This design comes from an exercise in tuning for small area and a short achievable clock period on the open sky130 flow, not from production work.
No run shown here included a check of the RTL's function; only the layout flow was run.
No activity file was given, so power comes from the tool's default toggle rates.

===== flow/config.mk =====
export PLATFORM = sky130hd
export DESIGN_NAME = fpalu_top
export DESIGN_NICKNAME = fpalu_top
export VERILOG_FILES = /design/flow/design.v
export SDC_FILE = /design/flow/constraint.sdc
export NUM_CORES = 4
export LEC_CHECK = 0
export CAP_MARGIN = 20
export CORE_MARGIN = 2
export CORE_UTILIZATION = 40
export SETUP_SLACK_MARGIN = 2.5
export SLEW_MARGIN = 20

===== flow/constraint.sdc =====
create_clock -name core_clock -period 5.5 [get_ports {clk}]
set_input_delay 1.1000 -clock core_clock [delete_from_list [all_inputs] [get_ports {clk}]]
set_output_delay 1.1000 -clock core_clock [all_outputs]
set_load 0.01 [all_outputs]

===== flow/design.v =====
package fpalu_pkg;
	typedef logic [5:0] exp_t;	 
	typedef logic [21:0] man_t;	 
	typedef logic [4:0] hexp_t;	 
	typedef logic [22:0] sum_t;
	typedef logic [4:0] shamt_t;
	typedef enum logic {
		OP_ADD = 1'b0,	 
		OP_MUL = 1'b1	 
	} fpalu_op_t;
	localparam int AL_EXP_BIAS = 31;	 
	localparam int ML_EXP_BIAS = 15;	 
	localparam int ML_MAN_BITS = 11;	 
	localparam int PP_BITS = 12;	 
endpackage
module operand_align (
	input  logic [21:0] man,
	input  logic [5:0]  d,
	output logic [21:0] sh
);
	always_comb begin
		sh = man;
		if (d[0]) sh = sh >> 1;
		if (d[1]) sh = sh >> 2;
		if (d[2]) sh = sh >> 4;
		if (d[3]) sh = sh >> 8;
		if (d[4]) sh = sh >> 16;
		if (d[5]) sh = '0;
	end
endmodule
module booth_enc (
	input  logic [10:0] y,
	output logic [5:0]  one,	 
	output logic [5:0]  two,	 
	output logic [5:0]  neg	 
);
	logic [12:0] yz;	 
	always_comb begin
		yz = {1'b0, y, 1'b0};
		for (int k = 0; k < 6; k++) begin
			logic [2:0] g;
			g = yz[2*k +: 3];
			one[k] = g[0] ^ g[1];
			two[k] = (g == 3'b011) || (g == 3'b100);
			neg[k] = g[2] & ~(g[1] & g[0]);	 
		end
	end
endmodule
module booth_mul (
	input  logic [10:0] m,	 
	input  logic [5:0]  one,
	input  logic [5:0]  two,
	input  logic [5:0]  neg,
	output logic [22:0] row_s,
	output logic [22:0] row_c
);
	localparam logic [7:0] K_HI = 8'hD5;
	logic [5:0][11:0]  e;	 
	logic [5:0][22:0]  r;
	always_comb begin
		for (int k = 0; k < 6; k++)
			e[k] = (({12{one[k]}} & {1'b0, m}) | ({12{two[k]}} & {m, 1'b0})) ^ {12{neg[k]}};
		r[0] = {K_HI, ~neg[0], neg[0], neg[0], e[0]};
		for (int k = 1; k < 5; k++)
			r[k] = 23'({~neg[k], e[k], 1'b0, neg[k-1]}) << (2 * k - 2);
		r[5] = 23'({e[5], 1'b0, neg[4]}) << 8;	 
	end
	function automatic logic [45:0] csa(input logic [22:0] a, input logic [22:0] b, input logic [22:0] c);
		logic [22:0] s, cy;
		s = a ^ b ^ c;
		cy = (a & b) | (a & c) | (b & c);
		csa = {s, cy[21:0], 1'b0};
	endfunction
	logic [22:0] s1a, c1a, s1b, c1b, s2, c2;
	always_comb begin
		{s1a, c1a} = csa(r[0], r[1], r[2]);
		{s1b, c1b} = csa(r[3], r[4], r[5]);
		{s2, c2} = csa(s1a, c1a, s1b);
		{row_s, row_c} = csa(s2, c2, c1b);
	end
endmodule
module lzc23 (
	input  logic [22:0] w,
	output logic [4:0]  n
);
	always_comb begin
		n = 5'd23;
		for (int k = 0; k < 23; k++)
			if (w[k])
				n = 5'(22 - k);
	end
endmodule
module sum_normalize (
	input  logic [22:0] w,
	input  logic [4:0]  z,
	output logic [21:0] man
);
	logic [22:0] sh;
	always_comb begin
		sh = w;
		if (z[4]) sh = sh << 16;
		if (z[3]) sh = sh << 8;
		if (z[2]) sh = sh << 4;
		if (z[1]) sh = sh << 2;
		if (z[0]) sh = sh << 1;
		man = sh[22:1];
	end
endmodule
module fpalu_top (
	input  logic                 clk,
	input  logic                 rst,
	input  logic                 in_valid,
	input  fpalu_pkg::fpalu_op_t op,
	input  logic                 a_sgn,
	input  fpalu_pkg::exp_t      a_exp,
	input  fpalu_pkg::man_t      a_man,
	input  logic                 b_sgn,
	input  fpalu_pkg::exp_t      b_exp,
	input  fpalu_pkg::man_t      b_man,
	output logic                 out_valid,
	output logic                 y_sgn,
	output fpalu_pkg::exp_t      y_exp,
	output fpalu_pkg::man_t      y_man
);
	logic        lt;
	logic [6:0]  dab, dba;
	logic        nz_b;
	logic [5:0]  one, two, neg;
	always_comb begin
		dab = {1'b0, a_exp} - {1'b0, b_exp};
		dba = {1'b0, b_exp} - {1'b0, a_exp};
		lt = dab[6] & ~op;
		nz_b = (b_exp[4:0] != '0);
	end
	booth_enc u_enc (
		.y  ({nz_b, b_man[9:0]}),
		.one(one),
		.two(two),
		.neg(neg)
	);
	logic        v1, op1, sl1, sr1;
	logic [5:0]  el1, er1, d1;
	logic [21:0] ml1, mr1;
	always_ff @(posedge clk) begin
		v1 <= in_valid & ~rst;
		op1 <= op;
		sl1 <= lt ? b_sgn : a_sgn;
		sr1 <= lt ? a_sgn : b_sgn;
		el1 <= lt ? b_exp : a_exp;
		er1 <= lt ? a_exp : b_exp;
		if (op == fpalu_pkg::OP_MUL) begin
			ml1 <= {12'b0, a_man[9:0]};
			mr1 <= {4'b0, neg, two, one};
		end else begin
			ml1 <= lt ? b_man : a_man;
			mr1 <= lt ? a_man : b_man;
		end
		d1 <= dab[6] ? dba[5:0] : dab[5:0];
	end
	logic [21:0] rsh;
	logic        lz, sub;
	logic [22:0] prod_s, prod_c;
	logic        nz_a, nz_r, pz;
	logic [5:0]  pexp;
	always_comb begin
		nz_a = (el1[4:0] != '0);
		nz_r = (er1[4:0] != '0);
		pz = (!nz_a && ml1[9:0] == '0) || (mr1[11:0] == '0);	 
		pexp = 6'({1'b0, el1[4:0]} + {1'b0, er1[4:0]} + 6'd3
			+ (pz ? 6'd0 : 6'(!nz_a) + 6'(!nz_r)));
	end
	operand_align u_align (
		.man(mr1),
		.d  (d1),
		.sh (rsh)
	);
	booth_mul u_mul (
		.m    ({nz_a, ml1[9:0]}),
		.one  (mr1[5:0]),
		.two  (mr1[11:6]),
		.neg  (mr1[17:12]),
		.row_s(prod_s),
		.row_c(prod_c)
	);
	logic        v2, sg2, byp2, ci2;
	logic [5:0]  e2;
	logic [22:0] x2, y2;
	always_comb begin
		lz = (ml1 == '0);
		sub = sl1 ^ sr1;
	end
	always_ff @(posedge clk) begin
		v2 <= v1 & ~rst;
		if (op1 == fpalu_pkg::OP_MUL) begin
			x2 <= prod_s;
			y2 <= prod_c;
			ci2 <= 1'b0;
			e2 <= pexp;
			sg2 <= sub;
			byp2 <= 1'b0;
		end else if (lz) begin
			x2 <= {mr1, 1'b0};
			y2 <= '0;
			ci2 <= 1'b0;
			e2 <= er1;
			sg2 <= sr1;
			byp2 <= 1'b1;
		end else begin
			x2 <= {1'b0, ml1};
			y2 <= {1'b0, rsh} ^ {23{sub}};
			ci2 <= sub;
			e2 <= el1 + 6'd1;
			sg2 <= sl1;
			byp2 <= 1'b0;
		end
	end
	logic [22:0] w;
	logic [4:0]  n;
	always_comb w = x2 + y2 + 23'(ci2);
	lzc23 u_lzc (
		.w(w),
		.n(n)
	);
	logic        v3, sg3;
	logic [5:0]  e3;
	logic [4:0]  z3;
	logic [22:0] w3;
	always_ff @(posedge clk) begin
		v3 <= v2 & ~rst;
		w3 <= w;
		z3 <= byp2 ? 5'd0 : n;
		e3 <= e2;
		sg3 <= sg2;
	end
	logic [21:0] nman;
	sum_normalize u_norm (
		.w  (w3),
		.z  (z3),
		.man(nman)
	);
	always_ff @(posedge clk) begin
		out_valid <= v3 & ~rst;
		y_sgn <= sg3;
		y_exp <= e3 - 6'(z3);
		y_man <= nman;
	end
endmodule

===== flow/run.sh =====
#!/bin/bash
# synth_recipe.tcl (not shown) runs the flow's synth.tcl, then flattens the netlist and writes it again
# the make line also repeats each setting of config.mk as NAME=value (left out here)
make -C /OpenROAD-flow-scripts/flow DESIGN_CONFIG=/design/flow/config.mk WORK_HOME=/design/flow/orfs CLKGATE_MAP_FILE= SYNTH_SCRIPT=/design/flow/synth_recipe.tcl finish

==> notes.md, run 1 <==
Routed wire per std cell=17.6 um; CTS tree=done; Core Footprint=31,600 sq um; ant diodes=0; max cap viols=0; footprint of the multi-input gates=8740 sq um; Synth Cell Area=approximately 13,000 sq um; critical-path cell list=nor4_1 -> a31oi_2 -> nand2_4 -> ha_4 -> inv_2 -> fa_1 -> ha_2 -> inv_2 -> fa_2 -> inv_2 -> a21o_1 -> a21oi_2 -> xnor2_1 -> nand2_1 -> o21ai_1; actual slew at the worst max-slew pin=between 0.9 and 1 ns; r2r setup slk=2.08 ns; initial antenna violation count=0; Worst Hold Class=reg -> reg; Int Pwr=0.00470 W; Lkg Pwr=6.40 nW; Vias=between 10,000 and 15,000; Final Hold Viols=0; Area contributors post-synth=dfxtp_1, fa_1, ha_1; hold endpoint=e3[3]; layout cells sized above 1=15.3%; Reg clk slew, reported paths=roughly 0.080 ns; FFs w/ async S/R, synth=0%; Worst path max stage delay=about 0.79 ns; VDD IR max=0.282 mV; arrival time worst endpoint=3.78 ns; Reg2Reg Depth=15; first-pass GRT wire length=54,700 um; HPWL after detailed placement=~25,000 um; area share of the largest cell type after synthesis=29.3%; CP dominant cell by count=inv_2; hold wc startpoint=e2[3]; cell taking the most area after synthesis=dfxtp_1; setup violators final=0; Post-synth EDFFs=0; Tcrit/Tclk final=62.2%; Synth Register Bits=188; DRT iter0 DRCs=763; Ys Warns=6; Initial Utilization=40.7%; die area=33,600 sq um; synth cell count leaders=nand2_1, dfxtp_1, a21oi_1, inv_1; Critical Setup Path Class=reg -> reg; Combinational Power Share=58.5%; RSZ-0062 raised after global routing=yes; Setup Skew=0.0165 ns; die height=approximately 180 um; minimum clock period=3.42 ns; gr usage total=about a fifth; Placer Congestion=around 0.92; Synth Net Count=1,697; Routed Antenna Nets=0; P_sw=about 0.0036 W; Slew HR=33.6%; slowest cell on the critical path=dfxtp_1; Clock Tree Buf Depth=2; CTS Sinks=188; Setup crit start kind=flip-flop; Die X=183 um; Root Buffer=clkbuf_16; final setup TNS=0 ns; worst r2r src=mr1[3]; io pins=a little over 90; vias per cell=5.39; Storage cell area=3800 sq um; hold buffers post-CTS=0; Remaining DRCs=0; critical path data required time=about 5.9 ns; most common cell in the netlist=nand2_1; fin nets=approximately 1,800; aggregate global routing overflow=0; final core occ=48.7%; H-tree Lvls=4; fill cell count=3,076; Rows=65; CP max FO=15; Seq/Total Area, Yosys=29.3%; hold path cells=0; Synth Area per Inst=8.52 sq um; total power divided by cell area=~540 nW/um^2; Clock Latency Late Sink=0.43 ns; Syn Inst Count=approximately 1,500; Synth Flop Type=dfxtp_1; total CTS buffers=17; Distinct cells, synth=73; vias in the first global route=10,300; switching share of power=43.4%; port bufs=a little over 90; DRT Pass-1 Iters=5; Max Fclk=292 MHz; Area Growth Syn to Fin=19.6%; critical register-to-register path endpoint=e2[5]; part of the power in the clock network=14.8%; worst hold margin=0.328 ns; Slew Limit Fails=0; total wire length=34,900 um; part of the power in registers=26.7%; largest net degree at the start of global routing=81; status=timing/DRC/antenna clean; CP Capture Type=flip-flop
placed cells by master, fill, tap and decap left out, types with 10 or more instances in the layout:
cell type | Yosys | final
a21oi_1 | 116 | 114
inv_1 | 103 | 88
xor2_1 | 38 | 36
clkbuf_16 | 0 | 17
mux2i_1 | 68 | 66
nor4_1 | 11 | 10
nor2_1 | 93 | 87
clkdlybuf4s50_1 | 0 | 79
dfxtp_2 | 0 | 20
nand3_1 | 18 | 18
mux2_2 | 32 | 32
xnor2_1 | 88 | 83
o22ai_1 | 15 | 15
dfxtp_1 | 188 | 164
buf_4 | 0 | 38
ha_1 | 76 | 65
a22oi_1 | 61 | 58
nand2_1 | 190 | 187
fa_2 | 0 | 10
o21ai_0 | 93 | 88
fa_1 | 51 | 41
nor2b_1 | 16 | 15
inv_2 | 4 | 16
a211oi_1 | 17 | 15
through the flow:
step / total power [W] / area (sq um) / cells / setup WS [ns]
final: 0.00830 / 15400 / 1987 / 2.08
after global placement: 0.00665 / 14100 / 1924 / 1.38
after global routing: 0.00899 / 15400 / 1987 / 1.95
after CTS: 0.00809 / 15100 / 1979 / 2.12
after detailed placement: 0.00668 / 14100 / 1924 / 1.37
after floorplan: 0.00540 / 13000 / 1508 / 2.16
registers in the layout (all words and copies together), names as in the netlist, 6 cells and up:
name   count
y_exp      6
ml1       22
x2        23
e3         6
mr1       22
y_man     22
er1        6
w3        23
el1        6
d1         6
y2        23
e2         6
critical path, delay by kind of cell (launching register included):
family / cells / cell delay [ns]
and+or+nand+nor: 3 / 0.28
DFF: 1 / 0.79
buffers and inverters: 3 / 0.12
xor gates and xnor gates: 1 / 0.15
AOI/OAI and AO/OA: 4 / 0.69
adders and majority gates: 4 / 1.29
layout make-up:
class / instances / share of cell area, %
clock buffers: 19 / 2.88
well taps: 402 / 3.27
flip-flops and latches: 188 / 24.7
inverters: 108 / 2.75
repair buffers: 137 / 8.58
multi-input cells: 1121 / 56.9
clock inverters: 12 / 0.871
logic make-up after synthesis:
group / synth area share (%)
buffers and inverters: 5.85
flip-flops: 29.3
adder cells (fa/ha/maj): 15.4
AO/OA/AOI/OAI: 18.7
AND/OR/NAND/NOR: 13.1
XOR/XNOR: 8.59
multiplexers: 9.16
what timing repair did:
item                       CTS  global route
setup endpoints to repair   91            73
setup buffers               22             8
gates resized for setup     73            62
pin swaps                   24            24
cloned                       2             0
power by group through the flow:
stage / sequential, W / combinational, W / clock, W
after global routing: 0.00226 / 0.00541 / 0.00132
after CTS: 0.00221 / 0.00462 / 0.00126
after global placement: 0.00223 / 0.00442 / 0
after detailed placement: 0.00223 / 0.00445 / 0
after floorplan: 0.00209 / 0.00331 / 0
final: 0.00221 / 0.00485 / 0.00123
routing by layer:
layer,global-route usage [%],wire [um]
met1,28.2,16200
met2,33.4,16300
met3,2.62,1630
met5,0,0
met4,7.04,759
worst max-delay path by stage:
stage             start  endpoint  slack, ns  cells past startpoint
3_5_place_dp   a_exp[2]    ml1[7]       1.37                     10
3_3_place_gp   a_exp[2]    ml1[2]       1.38                     10
6_report         mr1[3]     e2[5]       2.08                     15
2_1_floorplan    el1[0]     e2[5]       2.16                     20
5_1_grt          el1[0]     e2[5]       1.95                     18
4_1_cts          el1[0]     e2[5]       2.12                     18
==> run 2: changes to the inputs <==
--- a/flow/config.mk
+++ b/flow/config.mk
@@ -8,5 +8,4 @@
 export CAP_MARGIN = 20
 export CORE_MARGIN = 2
 export CORE_UTILIZATION = 40
-export SETUP_SLACK_MARGIN = 2.5
 export SLEW_MARGIN = 20
==> run 2 against run 1 <==
Still clean. Cell area fell by 5.0%. Clock-buffer cell count did not move. First-iteration DRC count up 2.8%. Global-route usage down 0.49 points. Clock skew is 0.0047 ns lower. Non-clock buffer count decreased by 30. Largest power group unchanged.
==> notes.md, run 2 <==
max cap viols=0 (unchanged); Storage cell area=3760 sq um (was 3800 sq um); initial antenna violation count=0 (unchanged); Synth Cell Area=12,800 sq um (unchanged); Slew HR=36.7% (was 33.6%); DRT iter0 DRCs=784 (was 763); FFs w/ async S/R, synth=0% (unchanged); CP dominant cell by count=a311oi_1 (was inv_2); Area Growth Syn to Fin=13.7% (was 19.6%); Compound-Gate Fraction of Synth Area=18.7% (unchanged); Area contributors post-synth=dfxtp_1, fa_1, ha_1 (unchanged); footprint of the multi-input gates=8340 sq um (was 8740 sq um); critical path data required time=5.83 ns (was 5.86 ns); ant diodes=0 (unchanged); Post-CTS Setup Bufs=0 (was 22); Power, Total=0.00786 W (was 0.00830 W); Slew Limit Fails=0 (unchanged); vias in the first global route=10,000 (was 10,300); Core Footprint=31,600 sq um (unchanged); Critical Path Start=a_exp[0] (was mr1[3]); HPWL after detailed placement=25,200 um (was 25,000 um); Clock Tree Buf Depth=2 (unchanged); Routed Antenna Nets=0 (unchanged); Rows=65 (unchanged); most common cell in the netlist=nand2_1 (unchanged); port bufs=91 (unchanged); final setup TNS=0 ns (unchanged); synth cell count leaders=nand2_1, dfxtp_1, a21oi_1, inv_1 (unchanged); Worst path max stage delay=0.50 ns (was 0.79 ns); cts repair resizes=0 (was 73); first-pass GRT wire length=53,200 um (was 54,700 um); worst r2r src=el1[0] (was mr1[3]); Die X=183 um (unchanged); Synth Area in Simple Gates=13.1% (unchanged); Critical Setup Path Class=in -> reg (was reg -> reg); Setup Skew=0.0118 ns (was 0.0165 ns); Synth Area per Inst=8.52 sq um (unchanged); fin nets=1,731 (was 1,762); CTS tree=done (unchanged); total wire length=33,400 um (was 34,900 um); Synth Register Bits=188 (unchanged); Setup crit start kind=primary input (was flip-flop); area share of the largest cell type after synthesis=29.3% (unchanged); post-synthesis adder-cell area fraction=15.4% (unchanged); aggregate global routing overflow=0 (unchanged); vias per cell=5.41 (was 5.39); critical register-to-register path endpoint=e2[5] (unchanged); Reg clk slew, reported paths=0.07 ns (was 0.08 ns); end of the critical path=d1[5] (was e2[5]); Post-synth EDFFs=0 (unchanged); minimum clock period=3.91 ns (was 3.42 ns); Max Fclk=256 MHz (was 292 MHz); io pins=92 (unchanged); Syn Inst Count=1,508 (unchanged); actual slew at the worst max-slew pin=0.948 ns (was 0.994 ns); Worst Hold Class=reg -> reg (unchanged); dpl cell area=14,000 sq um (was 14,100 sq um); die height=183 um (unchanged); Ys Warns=6 (unchanged); most frequent cells in the layout=nand2_1, dfxtp_1, a21oi_1 (unchanged); number of cells on the critical path=13 (was 15); critical-path cell list=clkdlybuf4s50_1 -> inv_1 -> ha_1 -> fa_1 -> nor2b_1 -> o21ai_1 -> a21o_1 -> a311oi_1 -> nor2_1 -> a311oi_1 -> and3_1 -> a211oi_1 -> a311o_1 (was nor4_1 -> a31oi_2 -> nand2_4 -> ha_4 -> inv_2 -> fa_1 -> ha_2 -> inv_2 -> fa_2 -> inv_2 -> a21o_1 -> a21oi_2 -> xnor2_1 -> nand2_1 -> o21ai_1); Initial Utilization=40.7% (unchanged); commonest non-fill, non-tap cell in the layout=nand2_1 (unchanged); top cell family by delay on the critical path=compound AO/OA/AOI/OAI gates (was adder cells); CP Capture Type=flip-flop (unchanged); Distinct cells, synth=73 (unchanged); Final Hold Viols=0 (unchanged); Placer Congestion=0.884 (was 0.921); Root Buffer=clkbuf_16 (unchanged); post-synthesis mux area share=9.16% (unchanged); Top Registers=w3: 23 flops, x2: 23 flops, y2: 23 flops (unchanged); layout cells sized above 1=7.08% (was 15.3%); RSZ-0062 raised after global routing=no (was yes); Remaining DRCs=0 (unchanged); Synth Area in XOR/XNOR=8.59% (unchanged); hold buffers post-CTS=0 (unchanged); Vias=10,600 (was 10,700); fin cells=1,955 (was 1,987); H-tree Lvls=4 (unchanged); slowest cell on the critical path=clkdlybuf4s50_1 (was dfxtp_1); design area=14,600 sq um (was 15,400 sq um); total power divided by cell area=539 nW/um^2 (was 540 nW/um^2); DP Cell Count=1,925 (was 1,924); DRT Pass-1 Iters=5 (unchanged); Synth Net Count=1,697 (unchanged); die area=33,600 sq um (unchanged); Synth Flop Type=dfxtp_1 (unchanged); Buffers & Inverters on Critical Path=2 (was 3); fill cell count=3,073 (was 3,076); largest net degree at the start of global routing=81 (unchanged); total CTS buffers=17 (unchanged); arrival time worst endpoint=4.24 ns (was 3.78 ns); r2r setup slk=1.70 ns (was 2.08 ns); CP max FO=4 (was 15); VDD IR max=0.289 mV (was 0.282 mV); Routed wire per std cell=17.1 um (was 17.6 um); CTS Sinks=188 (unchanged); Tcrit/Tclk final=71.1% (was 62.2%); Reg2Reg Depth=18 (was 15); cell taking the most area after synthesis=dfxtp_1 (unchanged); Seq/Total Area, Yosys=29.3% (unchanged); status=timing/DRC/antenna clean (unchanged); largest family of logic cells by synthesized area=compound AO/OA/AOI/OAI gates (unchanged); setup violators final=0 (unchanged); Clock Latency Late Sink=0.44 ns (was 0.43 ns); gr usage total=20.0% (was 20.5%); Lkg Pwr=6.14 nW (was 6.40 nW)
## run 2: kinds of logic after synthesis
family                     count (synthesis)
AOI/OAI and AO/OA                        378
xor gates and xnor gates                 126
adders and majority gates                127
buffers and inverters                    200
DFF                                      188
muxes                                    106
and+or+nand+nor                          383
## run 2: metal layers
layer / vias up / wire, um / track usage (%) / share of wire, %
met1: 5017 / 15500 / 27.4 / 46
met3: 37 / 1600 / 2.98 / 4.8
met4: 0 / 493 / 5.41 / 1.5
li1: 5232 / - / - / -
met2: 295 / 15800 / 33.1 / 47
met5: - / 0 / 0 / 0
## run 2: power breakdown
part | internal, W | switching [W]
Combinational | 0.00198 | 0.00250
Clock | 0.000639 | 0.000547
Sequential | 0.00185 | 0.000356
Total | 0.00446 | 0.00340
## run 2: how the worst min path moves through the flow
stage | from | endpoint | cells after the start
after floorplan | e2[0] | e3[0] | 0
after global placement | e2[4] | e3[4] | 0
after detailed placement | e2[5] | e3[5] | 0
after CTS | e2[5] | e3[5] | 0
after global routing | sg3 | y_sgn | 0
final | e2[2] | e3[2] | 0
## run 2: per-stage QoR
step,hold slack [ns],setup slack [ns],util [%]
finish,0.330,1.59,46.3
global route,0.336,1.44,46.3
detailed placement,0.313,1.17,44.5
floorplan,0.310,1.84,-
global placement,0.312,1.25,44.5
CTS,0.333,1.64,46.3
## run 2: cell type report
class / instances / area share, %
inverter: 108 / 2.78
multi-input combinational: 1120 / 57.1
timing repair buffer: 107 / 7.06
tap: 402 / 3.45
clock buffer: 19 / 3.03
clock inverter: 11 / 0.754
sequential: 188 / 25.8

-- what the ideal ports hide --
How much do the figures lean on ideal ports? The routed layouts below were timed once more, with nothing changed but the port constraints.
Step 1: set_driving_cell puts a clkbuf_16 on clk and a buf_2 on each other input, an assumption about the parent block.
Step 2 times the ports against the registers' clock, not the clock port: input delays grow and output delays shrink by t, the midpoint of the rising clock arrivals with the driver on.
a / b / c = ideal / step 1 / step 2; a / b = the first two.
| run | shift t [ns] | setup slack, ns | clock arrival spread, ns |
|---|---|---|---|
| run 1 | 0.475 | 2.080 / 2.080 / 1.997 | 0.017 / 0.017 |
| run 2 | 0.484 | 1.590 / 1.614 / 1.130 | 0.012 / 0.011 |
After both steps every run listed still meets setup and hold. The setup slack of run 2, which loses most, moves by +0.024 ns with the drivers and by -0.460 ns with both steps.
